What follows belongs to an exercise in optimizing a design on an open flow for small area, a short achievable clock period and few clock cycles; a production flow would make more cautious choices.
In this exercise RTL edits were held to simulation tests only and were not proved equivalent to the original.
Power and IR drop assume default switching activity.

===== flow/design.v =====
`default_nettype none
package apto_pkg;
    localparam int MAX_POINTS = 32;
    localparam int IW         = 5;     
    localparam int RAW_W      = 41;    
    localparam int X_W        = 22;    
    localparam int Y_W        = 20;    
    localparam int C_W        = 22;    
    localparam int AZ_HALF = 648000;
    localparam int AZ_FULL = 1296000;
    localparam int HA_HALF = 43200;
    localparam int HA_FULL = 86400;
endpackage
`default_nettype wire
`default_nettype none
module apto_ram #(
    parameter int WIDTH = 8,
    parameter int DEPTH = 32,
    localparam int AW = (DEPTH > 1) ? $clog2(DEPTH) : 1
) (
    input  wire logic             i_clk,
    input  wire logic             i_wr_en,
    input  wire logic [AW-1:0]    i_wr_addr,
    input  wire logic [WIDTH-1:0] i_wr_data,
    input  wire logic [AW-1:0]    i_rd_addr,
    output logic      [WIDTH-1:0] o_rd_data
);
    logic [WIDTH-1:0] r_mem [DEPTH];
    always_ff @(posedge i_clk) begin
        if (i_wr_en) begin
            r_mem[i_wr_addr] <= i_wr_data;
        end
    end
    assign o_rd_data = r_mem[i_rd_addr];
endmodule
`default_nettype wire
`default_nettype none
module apto_cost (
    input  wire logic               i_clk,
    input  wire logic               i_alt_az,
    input  wire logic [19:0]        i_pen,
    input  wire logic signed [21:0] i_xa,
    input  wire logic signed [19:0] i_ya,
    input  wire logic signed [21:0] i_xb,
    input  wire logic signed [19:0] i_yb,
    output logic [21:0]             o_cost
);
    logic signed [22:0] r_dx;
    logic signed [20:0] r_dy;
    logic               r_fl;
    always_ff @(posedge i_clk) begin
        r_dx <= 23'(i_xa) - 23'(i_xb);
        r_dy <= 21'(i_ya) - 21'(i_yb);
        r_fl <= !i_alt_az && (i_pen != '0) &&
                (((i_xa < 0) && (i_xb > 0)) || ((i_xa > 0) && (i_xb < 0)));
    end
    logic signed [22:0] cx, ndx, wpos, wneg;
    logic signed [20:0] ady;
    logic               wrap;
    logic signed [22:0] r_cx;
    logic signed [20:0] r_ady;
    logic               r_fl2;
    always_comb begin
        ndx  = -r_dx;
        wpos = 23'sd1296000 - r_dx;
        wneg = 23'sd1296000 + r_dx;
        wrap = i_alt_az && ((r_dx > 23'sd648000) || (r_dx < -23'sd648000));
        if (r_dx < 0) cx = wrap ? wneg : ndx;
        else          cx = wrap ? wpos : r_dx;
        ady  = (r_dy < 0) ? -r_dy : r_dy;
    end
    always_ff @(posedge i_clk) begin
        r_cx  <= cx;
        r_ady <= ady;
        r_fl2 <= r_fl;
    end
    logic [22:0] pf, sy, sx;
    always_comb begin
        pf = r_fl2 ? {3'b0, i_pen} : '0;
        sy = 23'(r_ady) + pf;
        sx = 23'(r_cx) + pf;
    end
    always_ff @(posedge i_clk) begin
        o_cost <= 22'(($signed({2'b0, r_ady}) > r_cx) ? sy : sx);
    end
endmodule
`default_nettype wire
`default_nettype none
import apto_pkg::*;
module alignment_point_tour_optimizer (
    input  wire logic                     i_clk,
    input  wire logic                     i_rst_n,
    input  wire logic                     i_cfg_wr_en,
    input  wire logic [2:0]               i_cfg_index,
    input  wire logic [20:0]              i_cfg_data,
    input  wire logic                     i_in_valid,
    output logic                          o_in_ready,
    input  wire logic [20:0]              i_point_azimuth,
    input  wire logic signed [19:0]       i_point_altitude,
    input  wire logic [16:0]              i_point_right_ascension,
    input  wire logic signed [19:0]       i_point_declination,
    input  wire logic                     i_last_point,
    output logic                          o_out_valid,
    input  wire logic                     i_out_ready,
    output logic [5:0]                    o_visit_index,
    output logic                          o_last_visit
);
    localparam int N  = MAX_POINTS;
    localparam int K  = 2;           
    localparam int NU = K + 2;       
    localparam int XY = X_W + Y_W;
    logic        r_alt_az;
    logic [16:0] r_sidereal;
    logic [19:0] r_penalty;
    logic [20:0] r_start_az;
    logic [19:0] r_start_alt;
    logic [16:0] r_start_ra;
    logic [19:0] r_start_dec;
    always_ff @(posedge i_clk) begin
        if (!i_rst_n) begin
            r_alt_az    <= 1'b0;
            r_sidereal  <= '0;
            r_penalty   <= '0;
            r_start_az  <= '0;
            r_start_alt <= '0;
            r_start_ra  <= '0;
            r_start_dec <= '0;
        end else if (i_cfg_wr_en) begin
            case (i_cfg_index)
                3'd0: r_alt_az    <= i_cfg_data[0];
                3'd1: r_sidereal  <= i_cfg_data[16:0];
                3'd2: r_penalty   <= i_cfg_data[19:0];
                3'd3: r_start_az  <= i_cfg_data[20:0];
                3'd4: r_start_alt <= i_cfg_data[19:0];
                3'd5: r_start_ra  <= i_cfg_data[16:0];
                3'd6: r_start_dec <= i_cfg_data[19:0];
                default: ;
            endcase
        end
    end
    function automatic logic [24:0] conv_a(input logic [20:0] xr,
                                           input logic altaz,
                                           input logic [16:0] st);
        logic signed [17:0] h0;
        logic signed [2:0]  q;
        h0 = $signed({1'b0, st}) - $signed({1'b0, xr[16:0]});
        if (h0 > 18'sd129600)       q = 3'sd2;
        else if (h0 > 18'sd43200)   q = 3'sd1;
        else if (h0 < -18'sd129600) q = -3'sd2;
        else if (h0 < -18'sd43200)  q = -3'sd1;
        else                        q = 3'sd0;
        if (altaz) conv_a = {3'b0, 1'b0, xr};
        else       conv_a = {q, {4{h0[17]}}, h0};
    endfunction
    function automatic logic signed [21:0] conv_b(input logic [24:0] a, input logic altaz);
        logic signed [23:0] hx, cq;
        hx = {{2{a[21]}}, a[21:0]};
        case (a[24:22])
            3'b001:  cq = 24'sd1296000;
            3'b010:  cq = 24'sd2592000;
            3'b111:  cq = -24'sd1296000;
            3'b110:  cq = -24'sd2592000;
            default: cq = 24'sd0;
        endcase
        if (altaz) conv_b = a[21:0];
        else       conv_b = 22'((hx <<< 4) - hx - cq);
    endfunction
    localparam logic [2:0] ST_LOAD = 3'd0, ST_RUN = 3'd1, ST_REV = 3'd2, ST_MV0 = 3'd3,
                           ST_MV = 3'd4, ST_OPRE = 3'd5, ST_OUT = 3'd6;
    localparam logic [1:0] PH_GR = 2'd0, PH_TWO = 2'd1, PH_OR = 2'd2;
    localparam logic [1:0] IS_IDLE = 2'd0, IS_PRO = 2'd1, IS_PASS = 2'd2;
    logic [2:0]  r_st;
    logic        r_rdy;      
    logic [1:0]  r_ph;       
    logic [1:0]  r_iph, n_iph;   
    logic        l_or, l_two;    
    logic        r_kv, r_inp, n_inp, tw_rs, tw_jump;
    logic [4:0]  r_ka, r_kb, tw_hend, tw_e2, tw_end;
    logic [5:0]  r_n;
    logic [4:0]  nm1;
    logic [1:0]  r_iss;
    logic [2:0]  r_ipro;
    logic        r_ipS;
    logic [4:0]  r_ipos, r_ibase;
    logic        r_ifirst;
    logic [N-1:0] r_rem, r_vis;
    logic [4:0]  r_k, r_gb;
    logic        r_firstiter, r_any2, r_anyor;
    logic [4:0]  r_ra, r_rb, r_mh, r_q;
    logic        r_up;
    logic [4:0]  r_ok;
    logic        r_ovalid, r_olast;
    logic [4:0]  r_oidx;
    logic [4:0]  r_nm1;      
    assign nm1 = r_nm1;
    logic             p_we;
    logic [RAW_W-1:0] p_wdata, p_rdata;
    logic [4:0]       p_raddr;
    logic             r_in_v, r_in_last, r_ca_last;
    logic [RAW_W-1:0] r_in;
    logic [4:0]       r_in_a;
    logic [XY-1:0]    cv, r_sconv;
    logic             r_ca_v;
    logic [4:0]       r_ca_a;
    logic [24:0]      r_ca_x;
    logic [19:0]      r_ca_y;
    logic [RAW_W-1:0] ca_in;
    always_ff @(posedge i_clk) begin
        if (!i_rst_n) begin
            r_in_v <= 1'b0;
            r_ca_v <= 1'b0;
            r_in_last <= 1'b0;
            r_ca_last <= 1'b0;
        end else begin
            r_in_v <= i_in_valid && (r_st == ST_LOAD) && !r_n[5];
            r_ca_v <= r_in_v;
            r_in_last <= in_beat && i_last_point;
            r_ca_last <= r_in_last;
        end
        r_ca_a <= r_in_a;
        r_ca_x <= conv_a(ca_in[40:20], r_alt_az, r_sidereal);
        r_ca_y <= ca_in[19:0];
        r_in   <= r_alt_az ? {i_point_azimuth, i_point_altitude}
                           : {4'b0, i_point_right_ascension, i_point_declination};
        r_in_a <= r_n[4:0];
        if (!r_ca_v) begin
            r_sconv <= cv;
        end
    end
    assign ca_in   = r_in_v ? r_in
                            : (r_alt_az ? {r_start_az, r_start_alt}
                                        : {4'b0, r_start_ra, r_start_dec});
    assign cv      = {conv_b(r_ca_x, r_alt_az), r_ca_y};
    assign p_we    = r_ca_v;
    assign p_wdata = {cv[XY-2:Y_W], cv[Y_W-1:0]};
    apto_ram #(.WIDTH(RAW_W), .DEPTH(N)) u_points (
        .i_clk     (i_clk),
        .i_wr_en   (p_we),
        .i_wr_addr (r_ca_a),
        .i_wr_data (p_wdata),
        .i_rd_addr (p_raddr),
        .o_rd_data (p_rdata)
    );
    logic [4:0] tmem [N];
    logic       t_we1, t_we2;
    logic [4:0] t_wa1, t_wa2, t_wd1, t_wd2, t_rda, t_rdb, t_aa, t_ab;
    always_ff @(posedge i_clk) begin
        for (int e = 0; e < N; e++) begin
            if (t_we2 && (t_wa2 == 5'(e))) begin
                tmem[e] <= t_wd2;
            end else if (t_we1 && (t_wa1 == 5'(e))) begin
                tmem[e] <= t_wd1;
            end
        end
    end
    assign t_rda = tmem[t_aa];
    assign t_rdb = tmem[t_ab];
    typedef struct packed {
        logic       v;
        logic       s;       
        logic [4:0] pos;     
        logic [4:0] base;    
        logic       first;
        logic       last;
        logic       nop;     
        logic       capv;
        logic [1:0] cap;
        logic       dir;
        logic       sk;      
        logic       np;      
        logic [1:0] ph;      
        logic [4:0] tid;
    } t_tag;
    t_tag tg0, tg1, tg2, tg3, tg4, tg5, it;
    logic [XY-1:0]    x2n, c3;
    logic [K:0][XY-1:0] r_F, r_Nx;
    logic [XY-1:0]    xp1, xp2, cx3, cx4, cx5, r_bxy;
    logic             flush;
    logic [1:0]  n_iss;
    logic [2:0]  n_ipro;
    logic        n_ipS, n_ifirst;
    logic [4:0]  n_ipos, n_ibase;
    logic [N-1:0] n_rem, nmask, rem_bit, gsrc, gbmask;
    logic         grow;
    logic [C_W-1:0] r_best;
    logic [4:0]     r_btid;
    logic           r_ghave, r_gsk, r_grow, g_e, g_have, g_lt, g_fin;
    logic [N-1:0]   g_lmask;
    logic [4:0]     g_left;
    logic [4:0]     g_b;
    logic [4:0]  ffs_id;
    logic [6:0]  cd;
    always_comb begin
        nmask = '0;
        for (int e = 0; e < N; e++) begin
            if (6'(e) < r_n) nmask[e] = 1'b1;
        end
        gbmask = '0;
        gbmask[r_gb] = r_gsk;
        gsrc = ((r_iss == IS_PASS) ? r_rem : (~r_vis & nmask)) & ~gbmask;
        ffs_id = '0;
        for (int e = N - 1; e >= 0; e--) begin
            if (gsrc[e]) ffs_id = 5'(e);
        end
        rem_bit = '0;
        rem_bit[ffs_id] = 1'b1;
    end
    always_comb begin
        it = '0;
        n_iss = r_iss;  n_ipro = r_ipro;  n_ipS = r_ipS;  n_ifirst = r_ifirst;
        n_ipos = r_ipos;  n_ibase = r_ibase;  n_rem = r_rem;  n_iph = r_iph;
        l_or = 1'b0;  l_two = 1'b0;  n_inp = 1'b0;
        tw_hend = (7'(r_ibase) + 7'(2 * K - 1) < 7'(nm1)) ? 5'(r_ibase + 5'(2 * K - 1)) : nm1;
        tw_e2   = (7'(r_kb) + 7'd1 < 7'(nm1)) ? 5'(r_kb + 5'd1) : nm1;
        tw_rs   = r_kv && (7'(r_ibase) + 7'(K) <= 7'(r_ka));
        tw_end  = !tw_rs ? nm1 : ((tw_e2 > tw_hend) ? tw_e2 : tw_hend);
        tw_jump = tw_rs && (r_ipos == tw_hend) && (7'(r_ka) > 7'(tw_hend) + 7'd2) && (r_ipos != tw_end);
        cd = '0;
        if (r_st == ST_RUN) begin
            case (r_iss)
                IS_PRO: begin
                    it.v = 1'b1;  it.nop = 1'b1;  it.capv = 1'b1;  it.cap = r_ipro[1:0];
                    case (r_iph)
                        PH_GR: begin
                            it = '0;
                            if (r_ipro != '0) begin
                                n_ipro = r_ipro - 3'd1;
                            end else begin
                                it.v     = 1'b1;
                                it.dir   = 1'b1;
                                it.pos   = ffs_id;
                                it.base  = r_ibase;
                                it.first = 1'b1;
                                it.last  = ((gsrc & (gsrc - 1'b1)) == '0);
                                n_rem    = gsrc & ~rem_bit;
                                n_iss    = IS_PASS;
                                if (it.last) begin
                                    n_iss   = (6'(r_ibase) + 6'd2 < r_n) ? IS_PRO : IS_IDLE;
                                    n_ipro  = 3'd3;
                                    n_ibase = r_ibase + 5'd1;
                                end
                            end
                        end
                        PH_TWO: begin
                            it.pos = 5'(r_ipro);
                            it.cap = 2'(r_ipro + 3'd1);
                            n_ipro = r_ipro + 3'd1;
                            if ((r_ipro + 3'd1 > 3'(K - 1)) || (6'(r_ipro) + 6'd1 > 6'(nm1))) begin
                                n_iss = IS_PASS;  n_ipos = '0;  n_ibase = '0;
                            end
                        end
                        default: begin
                            it.pos = 5'(r_ipro);
                            it.cap = 2'(r_ipro + 3'd1);
                            n_ipro = r_ipro + 3'd1;
                            if ((r_ipro + 3'd1 > 3'(K - 1)) || (6'(r_ipro) + 6'd1 > 6'(nm1))) begin
                                n_iss = IS_PASS;  n_ipS = 1'b1;  n_ipos = '0;  n_ibase = '0;
                            end
                        end
                    endcase
                end
                IS_PASS: begin
                    it.v = 1'b1;
                    it.base = r_ibase;
                    case (r_iph)
                        PH_GR: begin
                            it.dir   = 1'b1;
                            it.pos   = ffs_id;
                            it.sk    = (gsrc == '0);
                            it.last  = ((gsrc & (gsrc - 1'b1)) == '0);
                            n_rem    = gsrc & ~rem_bit;
                            if (it.last) begin
                                n_iss   = (6'(r_ibase) + 6'd2 < r_n) ? IS_PRO : IS_IDLE;
                                n_ipro  = 3'd3;
                                n_ibase = r_ibase + 5'd1;
                            end
                        end
                        PH_TWO: begin
                            it.pos   = r_ipos;
                            it.np    = r_inp;
                            it.first = (r_ibase == '0) ? (r_ipos == '0) : (r_ipos == r_ibase + 5'd1);
                            it.last  = (r_ipos == tw_end);
                            cd = 7'(r_ipos) - 7'(r_ibase) - 7'(K - 1);
                            if (!cd[6] && (cd != '0) && (cd <= 7'(K))) begin
                                it.capv = 1'b1;  it.cap = cd[1:0];
                            end
                            if (it.last) begin
                                if (7'(r_ibase) + 7'(K) + 7'd2 <= 7'(r_n)) begin
                                    n_ibase = r_ibase + 5'(K);
                                    n_ipos  = r_ibase + 5'(K + 1);
                                end else if ((r_firstiter || r_any2) && (r_n >= 6'd3)) begin
                                    n_iss = IS_PRO;  n_ipro = '0;  n_iph = PH_OR;  l_or = 1'b1;
                                end else begin
                                    n_iss = IS_IDLE;
                                end
                            end else if (tw_jump) begin
                                n_ipos = 5'(r_ka - 5'd1);
                                n_inp  = 1'b1;
                            end else begin
                                n_ipos = r_ipos + 5'd1;
                            end
                        end
                        default: begin
                            it.s     = r_ipS;
                            it.pos   = r_ipos;
                            it.first = r_ipS;
                            it.last  = !r_ipS && (r_ipos == nm1);
                            cd = 7'(r_ipos) - 7'(r_ibase) - 7'(K);
                            if (!r_ipS && !cd[6] && (cd <= 7'(K - 1))) begin
                                it.capv = 1'b1;  it.cap = 2'(cd + 7'd1);
                            end
                            if (r_ipS) begin
                                n_ipS = 1'b0;  n_ipos = '0;
                            end else if (it.last) begin
                                if (7'(r_ibase) + 7'(K) + 7'd1 <= 7'(r_n)) begin
                                    n_ibase = r_ibase + 5'(K);
                                    n_ipS   = 1'b1;
                                end else if (r_anyor) begin
                                    n_iss = IS_PRO;  n_ipro = '0;  n_iph = PH_TWO;  l_two = 1'b1;
                                end else begin
                                    n_iss = IS_IDLE;
                                end
                            end else begin
                                n_ipos = r_ipos + 5'd1;
                            end
                        end
                    endcase
                end
                default: ;
            endcase
        end
        it.ph = r_iph;
    end
    assign p_raddr = tg1.tid;
    assign x2n = tg1.s ? r_sconv
                       : {(r_alt_az ? 1'b0 : p_rdata[RAW_W-1]), p_rdata};
    t_tag tg1_n, ld_it;
    always_comb begin
        ld_it       = '0;
        ld_it.v     = 1'b1;
        ld_it.dir   = 1'b1;
        ld_it.pos   = r_ca_a;
        ld_it.first = (r_ca_a == '0);
        ld_it.last  = r_ca_last;
        ld_it.sk    = !r_ca_v;
        ld_it.ph    = PH_GR;
        tg1_n     = tg0;
        tg1_n.tid = tg0.dir ? tg0.pos : tmem[tg0.pos];
    end
    always_ff @(posedge i_clk) begin
        if (!i_rst_n || flush) begin
            tg0.v <= 1'b0;  tg1.v <= 1'b0;  tg2.v <= 1'b0;  tg3.v <= 1'b0;
            tg4.v <= 1'b0;  tg5.v <= 1'b0;
        end else begin
            tg0 <= (r_ca_v || r_ca_last) ? ld_it : it;  tg1 <= tg1_n;  tg2 <= tg1;  tg3 <= tg2;
            tg4 <= tg3;  tg5 <= tg4;
        end
        c3 <= x2n;
        for (int u = 0; u <= K; u++) begin
            if (tg1.v && tg1.capv && (tg1.cap == 2'(u))) r_Nx[u] <= x2n;
        end
        if (tg1.v && tg1.first && (tg1.ph == PH_GR) && (tg1.base == '0)) begin
            r_F[0] <= r_sconv;
        end else if (tg5.v && tg5.last && (tg5.ph == PH_GR)) begin
            r_F[0] <= (g_e && g_lt) ? cx5 : r_bxy;
        end else if (tg1.v && tg1.first && (tg1.ph != PH_GR)) begin
            r_F[0] <= (tg1.base == '0) ? r_sconv : r_F[K];
            for (int u = 1; u <= K; u++) r_F[u] <= r_Nx[u];
        end
        cx3 <= c3;  cx4 <= cx3;  cx5 <= cx4;
        if (g_e && g_lt) begin
            r_bxy <= cx5;
        end
        if (tg1.v && tg1.first && (tg1.ph == PH_TWO)) begin
            xp1 <= (tg1.base == '0) ? r_sconv : r_Nx[1];
        end else begin
            xp1 <= c3;
        end
        xp2 <= xp1;
    end
    logic [NU-1:0][C_W-1:0] U;
    logic [NU-1:0][XY-1:0]  opa;
    always_comb begin
        opa[0] = (tg2.ph == PH_OR) ? xp2 : r_F[0];
        for (int u = 1; u <= K; u++) opa[u] = r_F[u];
        opa[K+1] = xp1;
    end
    for (genvar u = 0; u < NU; u++) begin : g_unit
        apto_cost u_cost (
            .i_clk    (i_clk),
            .i_alt_az (r_alt_az),
            .i_pen    (r_penalty),
            .i_xa     ($signed(opa[u][XY-1:Y_W])),
            .i_ya     ($signed(opa[u][Y_W-1:0])),
            .i_xb     ($signed(c3[XY-1:Y_W])),
            .i_yb     ($signed(c3[Y_W-1:0])),
            .o_cost   (U[u])
        );
    end
    always_comb begin
        g_e    = tg5.v && !tg5.nop && !tg5.sk && (tg5.ph == PH_GR) && !(r_gsk && (tg5.tid == r_gb));
        g_have = !tg5.first && r_ghave;
        g_lt   = !g_have || (U[0] < r_best) || ((U[0] == r_best) && (tg5.tid < r_btid));
        grow   = r_grow;
        g_b    = r_btid;
        g_fin  = (6'(r_k) + 6'd2 == r_n);
        g_lmask = ~r_vis & nmask;
        g_lmask[r_btid] = 1'b0;
        g_left = '0;
        for (int e = 0; e < N; e++) begin
            if (g_lmask[e]) g_left = g_left | 5'(e);
        end
    end
    always_ff @(posedge i_clk) begin
        if (tg5.v && !tg5.nop && (tg5.ph == PH_GR)) begin
            r_ghave <= g_have || g_e;
            if (g_e && g_lt) begin
                r_best <= U[0];
                r_btid <= tg5.tid;
            end
        end
        if (!i_rst_n) begin
            r_grow <= 1'b0;
        end else begin
            r_grow <= tg5.v && !tg5.nop && (tg5.ph == PH_GR) && tg5.last && (r_st == ST_RUN);
        end
    end
    localparam logic [24:0] V_MIN = 25'h1000000;
    logic              d1_v, d1_first, d1_last;
    logic [4:0]        d1_pos, d1_base;
    logic [K-1:0]      d1_pa, d1_pb;
    logic [K-1:0][4:0] d1_ha;
    logic [K-1:0][24:0] d1_w, d1_nu;
    logic [K-1:0][C_W-1:0] r_pu;
    logic [K-1:0][24:0] r_G, r_B, r_nE, r_nEn, dB;
    logic [1:0]         d1_ph;
    logic       e_v;
    logic [4:0] m;
    logic [K-1:0][6:0] rw;
    assign e_v = tg5.v && !tg5.nop;
    assign m   = tg5.pos;
    always_comb begin
        for (int r = 0; r < K; r++) rw[r] = 7'(tg5.base) + 7'(r);
    end
    always_ff @(posedge i_clk) begin
        if (!i_rst_n || flush) begin
            d1_v <= 1'b0;
        end else begin
            d1_v <= e_v && (tg5.ph != PH_GR);
        end
        d1_first <= tg5.first;
        d1_ph    <= tg5.ph;
        d1_last  <= tg5.last;
        d1_pos   <= tg5.pos;
        d1_base  <= tg5.base;
        for (int r = 0; r < K; r++) begin
            d1_w[r]  <= 25'(U[K+1]) - 25'(U[r+1]) - 25'(r_pu[r]);
            d1_nu[r] <= 25'd0 - 25'((tg5.ph == PH_TWO) ? U[r] : U[r+1]);
            if (tg5.ph == PH_TWO) begin
                d1_pa[r] <= (7'(m) >= rw[r] + 7'd2) && !tg5.np;
                d1_pb[r] <= (m == nm1) && (rw[r] + 7'd1 <= 7'(nm1));
                d1_ha[r] <= 5'(m - 5'd1);
            end else begin
                d1_pa[r] <= !tg5.s && (rw[r] <= 7'(nm1)) &&
                            ((7'(m) < rw[r]) || (7'(m) >= rw[r] + 7'd2));
                d1_pb[r] <= !tg5.s && (m == nm1) && (7'(nm1) > rw[r]);
                d1_ha[r] <= (7'(m) < rw[r]) ? m : 5'(m - 5'd1);
            end
            r_pu[r] <= (tg5.ph == PH_TWO) ? U[r] : U[r+1];
            if (e_v) begin
                if (tg5.ph == PH_OR) begin
                    if (!tg5.s && (7'(m) == rw[r])) r_G[r] <= 25'(U[K+1]);
                    if (!tg5.s && (7'(m) == rw[r] + 7'd1)) r_G[r] <= r_G[r] + 25'(U[K+1]) - 25'(U[0]);
                end
            end
        end
    end
    logic [K-1:0]       r_found;
    logic [K-1:0][4:0]  r_fj, r_obh;
    logic               r_pend;
    logic [4:0]         r_pbase;
    logic               r_act_rev, r_act_mv, r_ph_done;
    logic [4:0]         r_a_lo, r_a_hi, r_mv_s, r_mv_h;
    logic               act_rev, act_mv, ph_done;
    logic [4:0]         a_lo, a_hi, mv_s, mv_h;
    logic               c_rev, c_mv, c_done;
    logic [4:0]         c_lo, c_hi, c_s, c_h;
    logic [K-1:0]       cA, cB1, cBw, n_found;
    logic [K-1:0][4:0]  n_fj;
    logic               busy;
    assign busy    = r_act_rev || r_act_mv;
    assign act_rev = r_act_rev;  assign a_lo = r_a_lo;  assign a_hi = r_a_hi;
    assign act_mv  = r_act_mv;   assign mv_s = r_mv_s;  assign mv_h = r_mv_h;
    assign ph_done = r_ph_done;
    always_comb begin
        c_rev = 1'b0;  c_mv = 1'b0;  c_done = 1'b0;
        c_lo = '0;  c_hi = '0;  c_s = '0;  c_h = '0;
        for (int r = 0; r < K; r++) begin
            dB[r]  = (d1_ph == PH_TWO) ? r_nE[r] : r_B[r];
            cA[r]  = d1_pa[r] && ($signed(d1_w[r]) > $signed(dB[r]));
            cB1[r] = d1_pb[r] && ($signed(d1_nu[r]) > $signed(dB[r]));
            cBw[r] = $signed(d1_nu[r]) > $signed(d1_w[r]);
        end
        n_found = d1_first ? '0 : r_found;
        n_fj    = r_fj;
        if (d1_v && (d1_ph == PH_TWO)) begin
            for (int r = 1; r < K; r++) begin
                if (!n_found[r]) begin
                    if (cA[r]) begin
                        n_found[r] = 1'b1;  n_fj[r] = d1_ha[r];
                    end else if (cB1[r]) begin
                        n_found[r] = 1'b1;  n_fj[r] = nm1;
                    end
                end
            end
            if (cA[0]) begin
                c_rev = 1'b1;  c_lo = d1_base;  c_hi = d1_ha[0];
            end else if (cB1[0]) begin
                c_rev = 1'b1;  c_lo = d1_base;  c_hi = nm1;
            end else if (d1_last) begin
                for (int r = K - 1; r >= 1; r--) begin
                    if (n_found[r]) begin
                        c_rev = 1'b1;  c_lo = 5'(d1_base + 5'(r));  c_hi = n_fj[r];
                    end
                end
                if (!c_rev && (7'(d1_base) + 7'(K) + 7'd2 > 7'(r_n))) c_done = 1'b1;
            end
        end
        if (r_pend) begin
            for (int r = K - 1; r >= 0; r--) begin
                if ($signed({r_B[r][24], r_B[r]} + {r_G[r][24], r_G[r]}) > 0) begin
                    c_mv = 1'b1;  c_s = 5'(r_pbase + 5'(r));  c_h = r_obh[r];
                end
            end
            if (!c_mv && (7'(r_pbase) + 7'(K) + 7'd1 > 7'(r_n))) c_done = 1'b1;
        end
    end
    assign flush = r_act_rev || r_act_mv;
    always_ff @(posedge i_clk) begin
        r_found <= n_found;  r_fj <= n_fj;
        for (int r = 0; r < K; r++) begin
            if (e_v && (tg5.ph == PH_TWO) && (7'(m) == rw[r])) begin
                r_nE[r] <= 25'd0 - 25'(U[K+1]);
            end else if (e_v && (tg5.ph == PH_TWO) && tg5.first && (tg5.base != '0)) begin
                r_nE[r] <= r_nEn[r];
            end
            if (e_v && (tg5.ph == PH_TWO) && (7'(m) == rw[r] + 7'(K))) begin
                r_nEn[r] <= 25'd0 - 25'(U[K+1]);
            end
            if (d1_v && (d1_ph == PH_OR) && !(r_pend && c_mv)) begin
                if (d1_first) begin
                    r_B[r] <= V_MIN;
                end else if (d1_pb[r] && (cA[r] ? cBw[r] : cB1[r])) begin
                    r_B[r] <= d1_nu[r];  r_obh[r] <= nm1;
                end else if (cA[r]) begin
                    r_B[r] <= d1_w[r];   r_obh[r] <= d1_ha[r];
                end
            end
        end
        if (!i_rst_n || flush) begin
            r_pend    <= 1'b0;
            r_act_rev <= 1'b0;
            r_act_mv  <= 1'b0;
            r_ph_done <= 1'b0;
        end else begin
            r_pend    <= d1_v && d1_last && (d1_ph == PH_OR);
            r_act_rev <= c_rev;
            r_act_mv  <= c_mv;
            r_ph_done <= c_done;
        end
        r_a_lo  <= c_lo;  r_a_hi <= c_hi;
        r_mv_s  <= c_s;   r_mv_h <= c_h;
        r_pbase <= d1_base;
    end
    always_comb begin
        t_we1 = 1'b0;  t_wa1 = r_k;  t_wd1 = g_b;
        t_we2 = 1'b0;  t_wa2 = r_rb; t_wd2 = t_rda;
        t_aa  = r_ra;  t_ab  = r_rb;
        case (r_st)
            ST_RUN: begin
                t_we1 = grow;
                t_we2 = grow && g_fin;  t_wa2 = 5'(r_k + 5'd1);  t_wd2 = g_left;
            end
            ST_REV: begin
                t_we1 = (r_ra < r_rb);  t_wa1 = r_ra;  t_wd1 = t_rdb;
                t_we2 = (r_ra < r_rb);
            end
            ST_MV0: begin
                t_aa = r_ra;
            end
            ST_MV: begin
                t_aa  = r_up ? 5'(r_ra + 5'd1) : 5'(r_ra - 5'd1);
                t_we1 = 1'b1;  t_wa1 = r_ra;
                t_wd1 = (r_ra == r_mh) ? r_q : t_rda;
            end
            ST_OPRE: begin
                t_aa = '0;
            end
            ST_OUT: begin
                t_aa = r_ok;
            end
            default: ;
        endcase
    end
    logic in_beat, out_beat;
    assign in_beat  = i_in_valid && r_rdy;
    assign out_beat = r_ovalid && i_out_ready;
    always_ff @(posedge i_clk) begin
        if (!i_rst_n) begin
            r_st     <= ST_LOAD;
            r_rdy    <= 1'b1;
            r_n      <= '0;
            r_iss    <= IS_IDLE;
            r_ovalid <= 1'b0;
            r_ph     <= PH_GR;
            r_iph    <= PH_GR;
            r_k      <= '0;
            r_vis    <= '0;
            r_gsk    <= 1'b0;
        end else begin
            r_iss <= n_iss;  r_ipro <= n_ipro;  r_ipS <= n_ipS;  r_ifirst <= n_ifirst;
            r_iph <= n_iph;
            r_inp <= n_inp;
            if (l_two) r_kv <= 1'b0;
            if (l_or) r_anyor <= 1'b0;
            if (l_two) begin
                r_firstiter <= 1'b0;  r_any2 <= 1'b0;
            end
            r_ipos <= n_ipos;  r_ibase <= n_ibase;  r_rem <= n_rem;
            case (r_st)
                ST_LOAD: begin
                    if (in_beat) begin
                        if (!r_n[5]) begin
                            r_n   <= r_n + 6'd1;
                            r_nm1 <= r_n[4:0];
                        end
                        if (i_last_point) begin
                            r_st  <= ST_RUN;
                            r_rdy <= 1'b0;
                            r_iss   <= (r_n >= 6'd2) ? IS_PRO : IS_IDLE;
                            r_iph   <= PH_GR;
                            r_ipro  <= 3'd5;
                            r_ibase <= 5'd1;
                        end
                    end
                end
                ST_RUN: begin
                    if (act_rev) begin
                        r_st  <= ST_REV;
                        r_ra  <= a_lo;
                        r_rb  <= a_hi;
                        r_any2 <= 1'b1;
                        r_kv <= 1'b1;  r_ka <= a_lo;  r_kb <= a_hi;
                        r_iss <= IS_IDLE;
                    end else if (act_mv) begin
                        r_st  <= ST_MV0;
                        r_ra  <= mv_s;
                        r_mh  <= mv_h;
                        r_up  <= (mv_h > mv_s);
                        r_anyor <= 1'b1;
                        r_iss <= IS_IDLE;
                    end else if (grow) begin
                        r_vis[g_b] <= 1'b1;
                        r_gb  <= g_b;
                        r_gsk <= 1'b1;
                        if (g_fin || (r_n == 6'd1)) begin
                            if (r_n == 6'd1) begin
                                r_st <= ST_OPRE;
                            end else begin
                                r_ph <= PH_TWO;  r_firstiter <= 1'b1;  r_any2 <= 1'b0;  r_kv <= 1'b0;
                                r_iss <= IS_PRO;  r_ipro <= '0;  r_iph <= PH_TWO;
                            end
                        end else begin
                            r_k <= r_k + 5'd1;
                        end
                    end else if (ph_done) begin
                        if (r_ph == PH_TWO) begin
                            if ((!r_firstiter && !r_any2) || (r_n < 6'd3)) begin
                                r_st <= ST_OPRE;
                            end else begin
                                r_ph <= PH_OR;
                            end
                        end else begin
                            if (r_anyor) begin
                                r_ph <= PH_TWO;
                            end else begin
                                r_st <= ST_OPRE;
                            end
                        end
                    end
                end
                ST_REV: begin
                    if (r_ra < r_rb) begin
                        r_ra <= r_ra + 5'd1;
                        r_rb <= r_rb - 5'd1;
                    end else begin
                        r_st  <= ST_RUN;
                        r_iss <= IS_PRO;  r_ipro <= '0;  r_iph <= PH_TWO;
                    end
                end
                ST_MV0: begin
                    r_q  <= t_rda;
                    r_st <= ST_MV;
                end
                ST_MV: begin
                    if (r_ra == r_mh) begin
                        r_st  <= ST_RUN;
                        r_iss <= IS_PRO;  r_ipro <= '0;  r_iph <= PH_OR;
                    end else begin
                        r_ra <= r_up ? 5'(r_ra + 5'd1) : 5'(r_ra - 5'd1);
                    end
                end
                ST_OPRE: begin
                    r_oidx   <= t_rda;
                    r_olast  <= (r_n == 6'd1);
                    r_ovalid <= 1'b1;
                    r_ok     <= 5'd1;
                    r_st     <= ST_OUT;
                end
                ST_OUT: begin
                    if (out_beat) begin
                        if (r_olast) begin
                            r_ovalid <= 1'b0;
                            r_n      <= '0;
                            r_st     <= ST_LOAD;
                            r_rdy    <= 1'b1;
                            r_ph     <= PH_GR;
                            r_k      <= '0;
                            r_vis    <= '0;
                            r_gsk    <= 1'b0;
                        end else begin
                            r_oidx  <= t_rda;
                            r_olast <= (r_ok == nm1);
                            r_ok    <= r_ok + 5'd1;
                        end
                    end
                end
                default: begin
                    r_st  <= ST_LOAD;
                    r_rdy <= 1'b1;
                end
            endcase
        end
    end
    assign o_in_ready    = r_rdy;
    assign o_out_valid   = r_ovalid;
    assign o_visit_index = {1'b0, r_oidx};
    assign o_last_visit  = r_olast;
endmodule
`default_nettype wire

===== flow/flow/run.sh =====
#!/bin/bash
# Standard layout, with timing repair aiming well below the clock period.
set -euo pipefail
echo "export SETUP_SLACK_MARGIN = 7.5" >> config.mk
bash standard.sh > standard.log 2>&1

===== flow/standard.sh =====
#!/bin/bash
# synth_recipe.tcl (not shown) runs the flow's synth.tcl, then flattens the netlist and writes it again
# the make line also repeats each setting of config.mk as NAME=value (left out here)
make -C /OpenROAD-flow-scripts/flow DESIGN_CONFIG=/design/flow/config.mk WORK_HOME=/design/flow/orfs CLKGATE_MAP_FILE= SYNTH_SCRIPT=/design/flow/synth_recipe.tcl "${@:-finish}"

===== flow/config.mk =====
export PLATFORM = sky130hd
export DESIGN_NAME = alignment_point_tour_optimizer
export DESIGN_NICKNAME = alignment_point_tour_optimizer
export VERILOG_FILES = /design/flow/design.v
export SDC_FILE = /design/flow/constraint.sdc
export NUM_CORES = 4
export LEC_CHECK = 0
export ABC_AREA = 1
export CAP_MARGIN = 20
export CORE_MARGIN = 2
export CORE_UTILIZATION = 45
export SLEW_MARGIN = 20
export SYNTH_MEMORY_MAX_BITS = 8192
export SETUP_SLACK_MARGIN = 7.5

===== flow/constraint.sdc =====
create_clock -name core_clock -period 12.0 [get_ports {i_clk}]
set_input_delay 2.4000 -clock core_clock [delete_from_list [all_inputs] [get_ports {i_clk}]]
set_output_delay 2.4000 -clock core_clock [all_outputs]
set_load 0.01 [all_outputs]

==> metrics.yaml, run 1 <==
slew_headroom_pct: 15.25
ys_async_sr_fraction_pct: 0
crit_path_start_kind: "register"
hold_path_class: "reg -> reg"
synth_edf_count: 2202
final-setup-viol-count: 0
worst_ep_required_time_ps: 12680
rsz0062_at_grt: "yes"
clock_latency_ps: 990
cp_common_cell: "nand2_2"
synth_area_leaders: "edfxtp_1 39%, dfxtp_1 14%, ha_1 7.4%"
postCtsHoldBufs: 0
drt_iter0_markers: 13280
antenna_found_initial: 31
outcome: "no timing/DRC/antenna violations"
max_freq_mhz: 194.4
clkTransAtPathRegs_ps: 70
cts_buffer_depth: 4
ant_nets: 0
core_mm2: 0.3728
finalCritPeriodShare_pct: 42.87
synth_seq_area_share_pct: 53.60
io_pins: 117
wl_um: 590500
cts_made_buffers: 361
area_growth_pct: 16.00
initial_core_util_pct: 45.27
dieWidth_um: 616.4
numPortBuffers: 115
hold_start: "cx4[20]$_DFF_P_"
worst_ep_arrival_time_ps: 5820
grt-ovfl-total: 0
finClkSkew_ps: 80.80
drive_gt1_share_pct: 11.15
hold_viol_final: 0
p_per_area_mw_per_mm2: 271.1
finalSetupTns_ps: 0
yosys.area.top_type_share_pct: 39.19
max_stage_delay_ps: 520
wire_per_inst_um: 25.04
die_height_um: 616.4
finalNetCount: 19480
synth_cell_types: 84
drv_cap: 0
path_class: "reg -> reg"
grt_pass1_wl_um: 840500
gr-usage-all-layers_pct: 29.72
viasPerCell: 5.680
syn_nets: 19000
numClockSinks: 3417
drc_errors: 0
end_kind: "register"
synth_flop_cell: "edfxtp_1"
nFillCells: 33620
synth.largest_area_cell: "edfxtp_1"
drtPass1Iterations: 9
slew_violations: 0
critPathSlowestCell: "or4_4"
irDropWorstVdd_mv: 0.4414
ys_seq_elements: 3417
htree_levels: 5
rows: 224
grt_pass1_vias: 124900
cts_root_buffer: "clkbuf_16"
p_leak_nw: 79.95
dieArea_mm2: 0.3799
tritoncts: "built"
cp_max_fo: 7
ys_warn_count: 4
worst_pin_slew_ps: 1260
power_mw: 53.07
syn-cell-area_mm2: 0.1687
synth_cells: 17810
startpoint: "r_ibase[1]$_DFFE_PP_"
grt_max_degree: 159
synth_area_per_cell_um2: 9.477
vias: 133900
dp_hpwl_um: 398500
r2r-start: "r_ibase[1]$_DFFE_PP_"
min_period_ps: 5144
place_congestion: 0.9783
[registers in the layout (all words and copies together) (netlist names), 84 cells and up, named ones only]
register,flops
g_unit.u_cost.o_cost,88
g_unit.u_cost.r_cx,92
g_unit.u_cost.r_dx,92
r_Nx,84
r_F,126
tmem,160
u_points.r_mem,1312
g_unit.u_cost.r_dy,84
g_unit.u_cost.r_ady,84
[layout by cell type, fill, tap and decap left out, types with 82 or more instances in the layout]
cell and instances:
a21oi_1 886, nor2_1 1969, nand4_1 123, o21ai_0 1859, edfxtp_1 2202, buf_4 477, o21ai_2 91, xnor2_1 201
nand2_2 90, nand3_1 516, o21ai_1 144, inv_1 1886, nor2_4 82, clkdlybuf4s50_1 112, o22ai_1 520, xor2_1 529
ha_1 968, dfxtp_1 1169, clkbuf_16 387, nand2_1 2322, nor3_1 156
[layout make-up]
cell class,instances,area [µm²],share of cell area [%]
repair buffers,737,7149,3.653
repair inverters,4,28.78,0.01470
multi-input cells,11740,71970,36.77
flip-flops and latches,3417,90560,46.27
inverters,2024,7829,4.000
diodes,18,45.04,0.02301
clock inverters,198,2002,1.023
clock buffers,467,9938,5.077
well taps,4972,6221,3.178
[Yosys cell counts, types with 13 or more instances]
cell / instances
nand3b_1: 17
clkbuf_1: 589
xor2_1: 538
nor3b_1: 15
nand3_1: 561
a21o_1: 42
a211oi_1: 63
mux2_2: 46
nand4_1: 123
clkinv_1: 30
a21oi_1: 955
fa_1: 82
a221oi_1: 47
or2_2: 45
nand2_1: 2441
o21ai_0: 2063
o31ai_1: 38
buf_2: 17
nand2_2: 13
edfxtp_1: 2202
o221ai_1: 82
o2111ai_1: 29
xnor2_1: 204
dfxtp_1: 1215
ha_1: 1000
mux2i_1: 54
a31oi_1: 66
nor2_1: 2069
nor3_1: 169
o21a_1: 22
inv_1: 1969
nor4_1: 90
o22ai_1: 524
buf_1: 21
o32ai_1: 21
o211ai_1: 70
o21ai_1: 40
o21bai_1: 50
inv_2: 25
[critical path: cells and delay by family, from the launching register on]
family                     cells  cell delay (ps)
and+or+nand+nor               16             1950
AOI/OAI and AO/OA              6              930
adders and majority gates      3              790
DFF                            1              490
buffers and inverters          4              450
xor gates and xnor gates       2              250
[where the power goes]
group          internal [mW]  total, mW  leakage [nW]  switching (mW)
clock                   6.44       11.3          5.81            4.90
combinational           7.86       22.9          43.8            15.0
sequential              16.9       18.8          30.3            1.98
[per-layer routing]
| metal | vias up | global-route usage (%) | part of all wire, % |
|---|---|---|---|
| met1 | 64610 | 39.08 | 41 |
| met4 | 6 | 15.22 | 5.9 |
| li1 | 62560 | - | - |
| met3 | 1311 | 3.740 | 7.2 |
| met2 | 5442 | 48.26 | 46 |
| met5 | - | 0 | 0.0059 |
[cell families (layout without fill, tap and decap cells)]
kind of cell	after synthesis	count (layout)	share of synthesized area, %
fa+ha+maj	1083	1083	8.394
compound gates	4211	4213	13.98
xor+xnor	744	744	3.871
flops	3417	3417	53.60
simple gates	5592	5599	13.57
other cells	1	19	0.002222
buf+inv	2658	3430	5.950
mux	100	100	0.6273
[final timing paths]
path                         end  slack [ps]  depth (start not counted)
min reg2reg      cx5[20]$_DFF_P_         300                          0
max reg2reg  r_ipro[0]$_DFFE_PP_        6860                         31
max          r_ipro[0]$_DFFE_PP_        6860                         31
min              cx5[20]$_DFF_P_         300                          0
[stage by stage]
stage	worst slack, ps	utilization, %	hold WS (ps)	cell area [µm²]	std cells
final	6856	52.51	304.1	195700	23580
after floorplan	5766	-	309.6	169000	17810
after global routing	6609	52.51	313.1	195700	23570
after global placement	5406	47.26	310.0	176200	22480
after CTS	6914	51.38	314.3	191500	23350
after detailed placement	5370	47.27	312.1	176200	22480
[timing repair]
item | CTS | global route
gates resized for setup | 427 | 702
endpoints found under the setup margin | 683 | 666
pin swaps | 61 | 203
cloned | 17 | 18
buffers inserted | 189 | 187
Testbench counts, summed over its fixed seeds: cycles 15,978.
==> run 2: changes to the inputs <==
--- a/flow/design.v
+++ b/flow/design.v
@@ -174,8 +174,10 @@
     logic [1:0]  r_ph;       
     logic [1:0]  r_iph, n_iph;   
     logic        l_or, l_two;    
-    logic        r_kv, r_inp, n_inp, tw_rs, tw_jump;
+    logic        r_kv, r_inp, n_inp, tw_rs, tw_jump, tw_first, tw_last;
     logic [4:0]  r_ka, r_kb, tw_hend, tw_e2, tw_end;
+    logic        r_tw_rs, r_tw_far;
+    logic [4:0]  r_tw_hend, r_tw_end;
     logic [5:0]  r_n;
     logic [4:0]  nm1;
     logic [1:0]  r_iss;
@@ -314,7 +316,9 @@
         tw_e2   = (7'(r_kb) + 7'd1 < 7'(nm1)) ? 5'(r_kb + 5'd1) : nm1;
         tw_rs   = r_kv && (7'(r_ibase) + 7'(K) <= 7'(r_ka));
         tw_end  = !tw_rs ? nm1 : ((tw_e2 > tw_hend) ? tw_e2 : tw_hend);
-        tw_jump = tw_rs && (r_ipos == tw_hend) && (7'(r_ka) > 7'(tw_hend) + 7'd2) && (r_ipos != tw_end);
+        tw_first = (r_ibase == '0) ? (r_ipos == '0) : (r_ipos == r_ibase + 5'd1);
+        tw_jump = !tw_first && r_tw_rs && (r_ipos == r_tw_hend) && r_tw_far && (r_ipos != r_tw_end);
+        tw_last = tw_first ? (r_ipos == nm1) : (r_ipos == r_tw_end);
         cd = '0;
         if (r_st == ST_RUN) begin
             case (r_iss)
@@ -378,8 +382,8 @@
                         PH_TWO: begin
                             it.pos   = r_ipos;
                             it.np    = r_inp;
-                            it.first = (r_ibase == '0) ? (r_ipos == '0) : (r_ipos == r_ibase + 5'd1);
-                            it.last  = (r_ipos == tw_end);
+                            it.first = tw_first;
+                            it.last  = tw_last;
                             cd = 7'(r_ipos) - 7'(r_ibase) - 7'(K - 1);
                             if (!cd[6] && (cd != '0) && (cd <= 7'(K))) begin
                                 it.capv = 1'b1;  it.cap = cd[1:0];
@@ -721,6 +725,10 @@
             r_iss <= n_iss;  r_ipro <= n_ipro;  r_ipS <= n_ipS;  r_ifirst <= n_ifirst;
             r_iph <= n_iph;
             r_inp <= n_inp;
+            r_tw_rs   <= tw_rs;
+            r_tw_hend <= tw_hend;
+            r_tw_end  <= tw_end;
+            r_tw_far  <= (7'(r_ka) > 7'(tw_hend) + 7'd2);
             if (l_two) r_kv <= 1'b0;
             if (l_or) r_anyor <= 1'b0;
             if (l_two) begin
==> metrics.yaml, run 2 <==
largest_reg_flops: 1312
top_register: "u_points.r_mem"
grt_pass1_wl_um: 830700
viasPerCell: 5.639
setup_slack_ps: 7436
nFillCells: 34090
cp_max_fo: 159
dp_slack_ps: 5365
p_leak_nw: 78.85
grt_pass1_vias: 124300
gr-usage-all-layers_pct: 29.30
synth_area_per_cell_um2: 9.483
grt_max_degree: 185
swShare_pct: 41.18
synth_cell_types: 74
yosys-top-cells-count: "2445 x nand2_1, 2214 x edfxtp_1, 2066 x nor2_1"
dieWidth_um: 616.9
synth.largest_area_cell: "edfxtp_1"
clkTransAtPathRegs_ps: 60
seqPwrFrac_pct: 35.7
finalCritPeriodShare_pct: 38.03
syn-cell-area_mm2: 0.1691
synth_most_common_cell: "nand2_1"
numClockSinks: 3429
synth_area_leaders: "edfxtp_1 39%, dfxtp_1 14%, ha_1 7.4%"
crit_path_start_kind: "register"
cts_root_buffer: "clkbuf_16"
finalNetCount: 19290
final_cell_mix: "2399 x nand2_1, 2214 x edfxtp_1, 1977 x nor2_1"
dp_hpwl_um: 399200
p_switching_mw: 21.97
dieArea_mm2: 0.3806
path_class: "reg -> reg"
place_congestion: 0.9828
r2r_end: "r_Nx[80]$_DFFE_PP_"
combPwrFrac_pct: 42.2
cp_common_cell: "o21ai_0"
vias: 132200
max_stage_delay_ps: 990
worst_ep_arrival_time_ps: 5170
finalSetupTns_ps: 0
area_growth_pct: 14.36
hold_path_class: "reg -> reg"
reg.largest.list: "u_points.r_mem (1312), tmem (160), r_F (126)"
io_pins: 117
end_kind: "register"
ant_nets: 0
die_height_um: 616.9
min_period_ps: 4564
worstHoldEndpoint: "cx5[5]$_DFF_P_"
intPower_mw: 31.38
rr_worst_depth: 8
outcome: "no timing/DRC/antenna violations"
ys_warn_count: 4
htree_levels: 5
clock_latency_ps: 1000
drt_iter0_markers: 13260
numPortBuffers: 115
antenna_found_initial: 39
slew_violations: 0
worst_ep_required_time_ps: 12610
drtPass1Iterations: 10
synth_flop_cell: "edfxtp_1"
finClkSkew_ps: 87.55
drv_cap: 0
irDropWorstVdd_mv: 0.3650
rows: 225
initial_core_util_pct: 45.12
whs_path_depth: 0
wl_um: 579600
hold_start: "cx4[5]$_DFF_P_"
core_mm2: 0.3747
worst_pin_slew_ps: 1257
final-setup-viol-count: 0
synth_seq_area_share_pct: 53.71
synth_edf_count: 2214
ys_async_sr_fraction_pct: 0
r2r_slack_ps: 7440
cts_buffer_depth: 4
rsz0062_at_grt: "yes"
drc_errors: 0
max_freq_mhz: 219.1
slew_headroom_pct: 15.34
yosys.area.top_type_share_pct: 39.33
grt-ovfl-total: 0
p_per_area_mw_per_mm2: 275.9
synth_cells: 17830
critPathSlowestCell: "o211ai_1"
syn_nets: 19020
drive_gt1_share_pct: 9.045
hold_viol_final: 0
clkPwrFrac_pct: 22.1
tritoncts: "built"
critical_path.cell_chain: "clkinv_8 -> buf_12 -> o21ai_0 -> o22ai_1 -> o21ai_0 -> o32ai_1 -> o211ai_1 -> o21ai_0"
wire_per_inst_um: 24.72
cts_made_buffers: 367
mostFrequentLayoutCell: "nand2_1"
ys_seq_elements: 3429
## run 2: cell types whose count changed in the layout (fill, tap and decap cells not counted), moves of 28 or more
cell | before | now
o21ai_0 | 1859 | 1932
o21ai_1 | 144 | 103
nand2_2 | 90 | 43
buf_4 | 477 | 361
o21ai_2 | 91 | 63
buf_6 | 68 | 28
inv_1 | 1886 | 1918
nand2_1 | 2322 | 2399
nor3_1 | 156 | 196
## run 2: cell type report
class                   count  area (µm²)  share of cell area (%)
diodes                     45       112.6                 0.05825
clock buffers             492       10540                   5.451
clock inverters           181        1962                   1.015
inverters                2031        7855                   4.063
multi-input cells       11730       70650                   36.54
flip-flops and latches   3429       90910                   47.02
well taps                4994        6248                   3.232
repair buffers            544        5041                   2.607
repair inverters            2       16.27                0.008413
## run 2: worst max-delay path, delay by kind of cell (launching register included)
kind                   cells  cell delay [ps]
AO/OA/AOI/OAI              6             2080
buffers and inverters      2             1140
flip-flops                 1              790
## run 2: worst max-delay path by stage
| stage | from | end | cells after the start | slack, ps |
|---|---|---|---|---|
| after CTS | g_unit[3].u_cost.o_cost[0]$_DFF_P_ | r_G[49]$_SDFFCE_PN0P_ | 30 | 7440 |
| final | register | r_Nx[80]$_DFFE_PP_ | 8 | 7440 |
| after detailed placement | d1_ph[0]$_DFF_P_ | r_B[5]$_SDFFCE_PP0P_ | 22 | 5370 |
| after global placement | d1_ph[0]$_DFF_P_ | r_B[8]$_SDFFCE_PP0P_ | 22 | 5530 |
| after global routing | r_gb[1]$_DFFE_PP_ | r_rem[16]$_DFFE_PP_ | 46 | 7140 |
| after floorplan | i_rst_n | r_gb[0]$_DFFE_PP_ | 7 | 5660 |
## run 2: kinds of logic (layout without fill, tap and decap cells)
kind of cell | after synthesis | after routing | share of synthesized area, %
compound gates | 4197 | 4201 | 13.91
xor+xnor | 749 | 749 | 3.885
fa+ha+maj | 1082 | 1082 | 8.372
buf+inv | 2679 | 3250 | 5.978
flops | 3429 | 3429 | 53.71
mux | 97 | 97 | 0.6076
other cells | 1 | 46 | 0.002218
simple gates | 5594 | 5598 | 13.53
## run 2: what timing repair did
item,CTS,global route
cloned,10,5
gates resized for setup,251,436
setup buffers,90,129
endpoints found under the setup margin,545,698
hold buffers,0,0
pin swaps,36,190
## run 2: power by group through the flow
stage	Sequential, mW	Clock (mW)	Combinational [mW]
final	19.0	11.8	22.5
after detailed placement	19.2	0	20.0
after CTS	19.0	11.9	20.7
after global placement	19.2	0	19.8
after floorplan	18.2	0	13.2
after global routing	19.2	12.3	24.7
## run 2: stage by stage
stage | util [%] | cells | hold WS [ps] | instance area, µm² | power, mW
2_1_floorplan | - | 17830 | 309.6 | 169200 | 31.41
3_3_place_gp | 47.03 | 22490 | 309.7 | 176200 | 39.06
3_5_place_dp | 47.03 | 22490 | 312.1 | 176200 | 39.24
4_1_cts | 50.87 | 23270 | 324.5 | 190600 | 51.60
5_1_grt | 51.59 | 23440 | 322.5 | 193300 | 56.17
6_report | 51.60 | 23450 | 321.1 | 193300 | 53.34
## run 2: metal layers
layer | vias up | GRT usage [%] | share of wire, %
met2 | 5234 | 47.45 | 46
met3 | 1355 | 3.293 | 6.7
met1 | 63420 | 38.45 | 41
li1 | 62200 | - | -
met5 | - | 0 | 0.018
met4 | 16 | 16.16 | 6.2
Testbench counts of run 2, summed over its fixed seeds: cycles 15,978.

static timing again, ports no longer ideal:
How much do the figures lean on ideal ports? The routed layouts below were timed once more, with nothing changed but the port constraints.
Step 1 sets driving cells, clkbuf_16 on the clock port and buf_2 on the other inputs (assumed; they add their load-dependent delay and slew).
Step 2 also shifts input and output timing later by t, the mid clock arrival at the registers, as if the neighbouring blocks saw the same clock.
Three values: ideal ports, drivers, drivers and shift; two values: the first two.
run | shift t [ns] | slack for setup (ns) | worst data-port slew with drivers (ns)
run 1 | 1.067 | 6.856 / 6.856 / 6.710 | 0.16
run 2 | 1.063 | 7.436 / 7.436 / 6.674 | 0.09
After both steps every run listed still meets setup and hold. For run 2, which loses most, drivers alone change the setup slack by 0.000 ns; drivers and shift together by -0.762 ns.
